What follows belongs to an exercise in optimizing a design on an open flow for small area, a short achievable clock period and few clock cycles per item; a production flow would make more cautious choices.
Only simulation tests tie the RTL to the original design; equivalence was not proved.
Power and IR drop assume default switching activity.

==> build 44 <==
// matrix_multiply_engine
module matrix_multiply_engine (
    input  wire logic          i_clk,
    input  wire logic          i_rst_n,
    input  wire logic          i_in_valid,
    input  wire logic [23:0]   i_in_req,
    output logic               o_in_stall,
    output logic               o_out_valid,
    output logic [42:0]        o_out_req,
    input  wire logic          i_out_stall,
    input  wire logic          i_cfg_we,
    input  wire logic [1:0]    i_cfg_index,
    input  wire logic [3:0]    i_cfg_data
);
clock: 8.0 ns
lec_check: 0
abc_clock_period_in_ps: 3000
cap_margin: 20
core_margin: 2
core_utilization: 50
setup_slack_margin: 4.8
slew_margin: 20
run.sh (not shown) runs the stock make flow with config.mk's settings and CLKGATE_MAP_FILE= SYNTH_SCRIPT=/design/flow/synth_recipe.tcl, a recipe that flattens the netlist after the stock synthesis.
==> trial 95 (differences from build 44) <==
--- a/flow/design.v
+++ b/flow/design.v
@@ -10,21 +10,21 @@
     localparam logic [1:0] OP_COMPUTE = 2'd2;
 endpackage
 `default_nettype wire
 `default_nettype none
 module mme_ram (
     input  wire logic          i_clk,
-    input  wire logic          i_we,
-    input  wire logic [5:0]    i_waddr,
+    input  wire logic [7:0]    i_we_row,
+    input  wire logic [7:0]    i_col,
     input  wire logic [15:0]   i_wdata,
     output logic      [1023:0] o_mem
 );
     logic [1023:0] r_mem;
     always_ff @(posedge i_clk) begin
         for (int i = 0; i < 64; i++) begin
-            if (i_we && (i_waddr == 6'(i))) begin
+            if (i_we_row[i / 8] && i_col[i % 8]) begin
                 r_mem[16*i +: 16] <= i_wdata;
             end
         end
     end
     assign o_mem = r_mem;
 endmodule
@@ -3503,27 +3503,27 @@
                 w_ok = 1'b1;
         endcase
     end
     assign w_pop   = r_v0 && w_ok;
     assign w_we_a  = w_pop && (w_op == mme_pkg::OP_LOAD_A);
     assign w_we_b  = w_pop && (w_op == mme_pkg::OP_LOAD_B);
-    logic        r_we_a;
-    logic        r_we_b;
-    logic [5:0]  r_waddr;
+    logic [7:0]  r_wrow_a;
+    logic [7:0]  r_wrow_b;
+    logic [7:0]  r_wcol;
     logic [15:0] r_wdata;
     always_ff @(posedge i_clk) begin
-        if (!i_rst_n) begin
-            r_we_a <= 1'b0;
-            r_we_b <= 1'b0;
-        end else begin
-            r_we_a <= w_we_a;
-            r_we_b <= w_we_b;
+        for (int i = 0; i < 8; i++) begin
+            if (!i_rst_n) begin
+                r_wrow_a[i] <= 1'b0;
+                r_wrow_b[i] <= 1'b0;
+            end else begin
+                r_wrow_a[i] <= w_we_a && (w_row == 3'(i));
+                r_wrow_b[i] <= w_we_b && (w_row == 3'(i));
+            end
+            r_wcol[i] <= (w_col == 3'(i));
         end
-    end
-    always_ff @(posedge i_clk) begin
-        r_waddr <= {w_row, w_col};
         r_wdata <= r_q0[15:0];
     end
     assign w_start = w_pop && (w_op == mme_pkg::OP_COMPUTE);
     always_ff @(posedge i_clk) begin
         if (!i_rst_n) begin
             r_act <= 1'b0;
@@ -3545,34 +3545,34 @@
             end
         end
     end
     logic [1023:0] w_amem;
     logic [1023:0] w_bmem;
     mme_ram u_left_store (
-        .i_clk   (i_clk),
-        .i_we    (r_we_a),
-        .i_waddr (r_waddr),
-        .i_wdata (r_wdata),
-        .o_mem   (w_amem)
+        .i_clk    (i_clk),
+        .i_we_row (r_wrow_a),
+        .i_col    (r_wcol),
+        .i_wdata  (r_wdata),
+        .o_mem    (w_amem)
     );
     mme_ram u_right_store (
-        .i_clk   (i_clk),
-        .i_we    (r_we_b),
-        .i_waddr (r_waddr),
-        .i_wdata (r_wdata),
-        .o_mem   (w_bmem)
+        .i_clk    (i_clk),
+        .i_we_row (r_wrow_b),
+        .i_col    (r_wcol),
+        .i_wdata  (r_wdata),
+        .o_mem    (w_bmem)
     );
     logic [191:0] r_arow;
     logic [127:0] r_bcol;
     logic [127:0] w_arow;
     logic [191:0] w_aenc;
     logic [127:0] w_bcol;
     logic [2:0]   w_bsel;
     logic [NST-1:0] r_tv;        
-    logic [6:0]     r_tag [NST];
-    assign w_bsel = w_adv ? r_ic : r_tag[0][3:1];
+    logic [2:0]     r_tcol;      
+    assign w_bsel = w_adv ? r_ic : r_tcol;
     always_comb begin
         w_arow = '0;
         w_bcol = '0;
         for (int i = 0; i < 8; i++) begin
             for (int k = 0; k < 8; k++) begin
                 if (r_ir == 3'(i)) begin
@@ -3624,23 +3624,40 @@
         end else if (w_adv) begin
             r_tv <= {r_tv[NST-2:0], w_iss};
         end
     end
     always_ff @(posedge i_clk) begin
         if (w_adv) begin
-            r_tag[0] <= {r_ir, r_ic, (r_ir == r_rl) && (r_ic == r_cl)};
-            for (int s = 1; s < NST; s++) begin
-                r_tag[s] <= r_tag[s-1];
+            r_tcol <= r_ic;
+        end
+    end
+    logic [2:0] r_orow;
+    logic [2:0] r_ocol;
+    logic       w_olast;
+    assign w_olast = (r_orow == r_rl) && (r_ocol == r_cl);
+    always_ff @(posedge i_clk) begin
+        if (!i_rst_n) begin
+            r_orow <= 3'd0;
+            r_ocol <= 3'd0;
+        end else if (w_adv && r_tv[NST-1]) begin
+            if (w_olast) begin
+                r_orow <= 3'd0;
+                r_ocol <= 3'd0;
+            end else if (r_ocol == r_cl) begin
+                r_orow <= r_orow + 3'd1;
+                r_ocol <= 3'd0;
+            end else begin
+                r_ocol <= r_ocol + 3'd1;
             end
         end
     end
     logic        r_ov;
     logic [42:0] r_out;
     logic [42:0] w_res;
     assign w_adv = !r_ov || !i_out_stall;
-    assign w_res = {r_tag[NST-1][6:1], w_sum, r_tag[NST-1][0]};
+    assign w_res = {r_orow, r_ocol, w_sum, w_olast};
     always_ff @(posedge i_clk) begin
         if (!i_rst_n) begin
             r_ov <= 1'b0;
         end else if (w_adv) begin
             r_ov <= r_tv[NST-1];
         end
CTS_CLUSTER_DIAMETER = 80   (was not set)
CTS_CLUSTER_SIZE = 24   (was not set)
SETUP_SLACK_MARGIN = 4.9   (was 4.8)
==> notes <==
Trial 95 passed the timing, design-rule and antenna checks. Build 44 finished clean.
In synthesized area, trial 95 and build 44 hardly differ.
Against trial 95, the sequential power of build 44 is lower by about 5%.
In build 44 the power is smaller than in trial 95, by about 1.7%.
Non-clock buffer count: build 44 is lower than trial 95 (195).
Of build 44 and trial 95, build 44 has the higher flip-flop and latch count (gap 3).
Between trial 95 and build 44, the lower global-route usage is in build 44 (gap 1.9 points).
Against trial 95, the first-iteration DRC count of build 44 is smaller by 12%.
Between build 44 and trial 95, the lower maximum frequency is in build 44 (gap about 1.3%, measured against trial 95).
In build 44 the clock power is higher than in trial 95, by 61%.
Routed wire length: build 44 is lower than trial 95 (7.9%).
==> figures <==
item                                                               build 44               trial 95
Pre-CTS setup slack                                                 2.78 ns                2.54 ns
Clock power frac                                                      33.0%                  20.2%
Largest fanout on the critical path                                      16                      4
Slowest cell on the critical path                  sky130_fd_sc_hd__dfxtp_2  sky130_fd_sc_hd__fa_2
Sequential fraction of total cell area                                51.4%                  51.5%
Worst Setup Slack, final                                            4.71 ns                4.76 ns
Met3 Use GR                                                           11.3%                  12.3%
# H-tree levels                                                           5                      4
Area growth, synth to finish                                          14.6%                  14.1%
Result of the run                                            finished clean         finished clean
Skew-Pair Late Insertion Delay                                      0.98 ns                0.95 ns
Layout Cells excl Fill                                                14900                  15700
Data buffer area share                                                5.02%                  7.00%
Portion of netlist area occupied by mux cells                         5.34%                 0.674%
Number of placed cells counting well taps                             13900                  14700
Multi-input combinational gate total                                   5315                   6248
Die footprint                                                     0.315 mm2              0.315 mm2
Largest net degree at the start of global routing                       210                    110
Total leakage power                                                 65.9 nW                65.4 nW
Total power consumption of the routed design                        46.6 mW                47.4 mW
Non-clk bufs                                                            833                   1028
Testbench counts of build 44, summed over its fixed seeds: cycles 9,404, jobs 152.
Testbench counts of trial 95, summed over its fixed seeds: cycles 9,404, jobs 152.

[what the ideal ports hide]
The flow's constraints put no driver on any port. The routed layouts listed below were extracted and timed again, unchanged, in two steps.
Step 1: set_driving_cell puts a clkbuf_16 on i_clk and a buf_2 on each other input, an assumption about the parent block.
Step 2, shift: input delay + t, output delay - t, t = (earliest + latest rising clock arrival at the registers) / 2. This alone moves slack from input paths to output paths.
Slacks: ideal / step 1 / step 2; pairs: ideal / step 1.
run | t, ns | setup WS [ns] | clock arrival spread, ns | cell pins on the clock port's net
build 44 | 1.031 | 4.715 / 4.715 / 3.786 | 0.107 / 0.107 | 1
trial 95 | 0.996 | 4.759 / 4.759 / 4.222 | 0.101 / 0.101 | 1
After both steps every run listed still meets setup and hold. The setup slack of build 44, which loses most, moves by 0.000 ns with the drivers and by -0.929 ns with both steps.
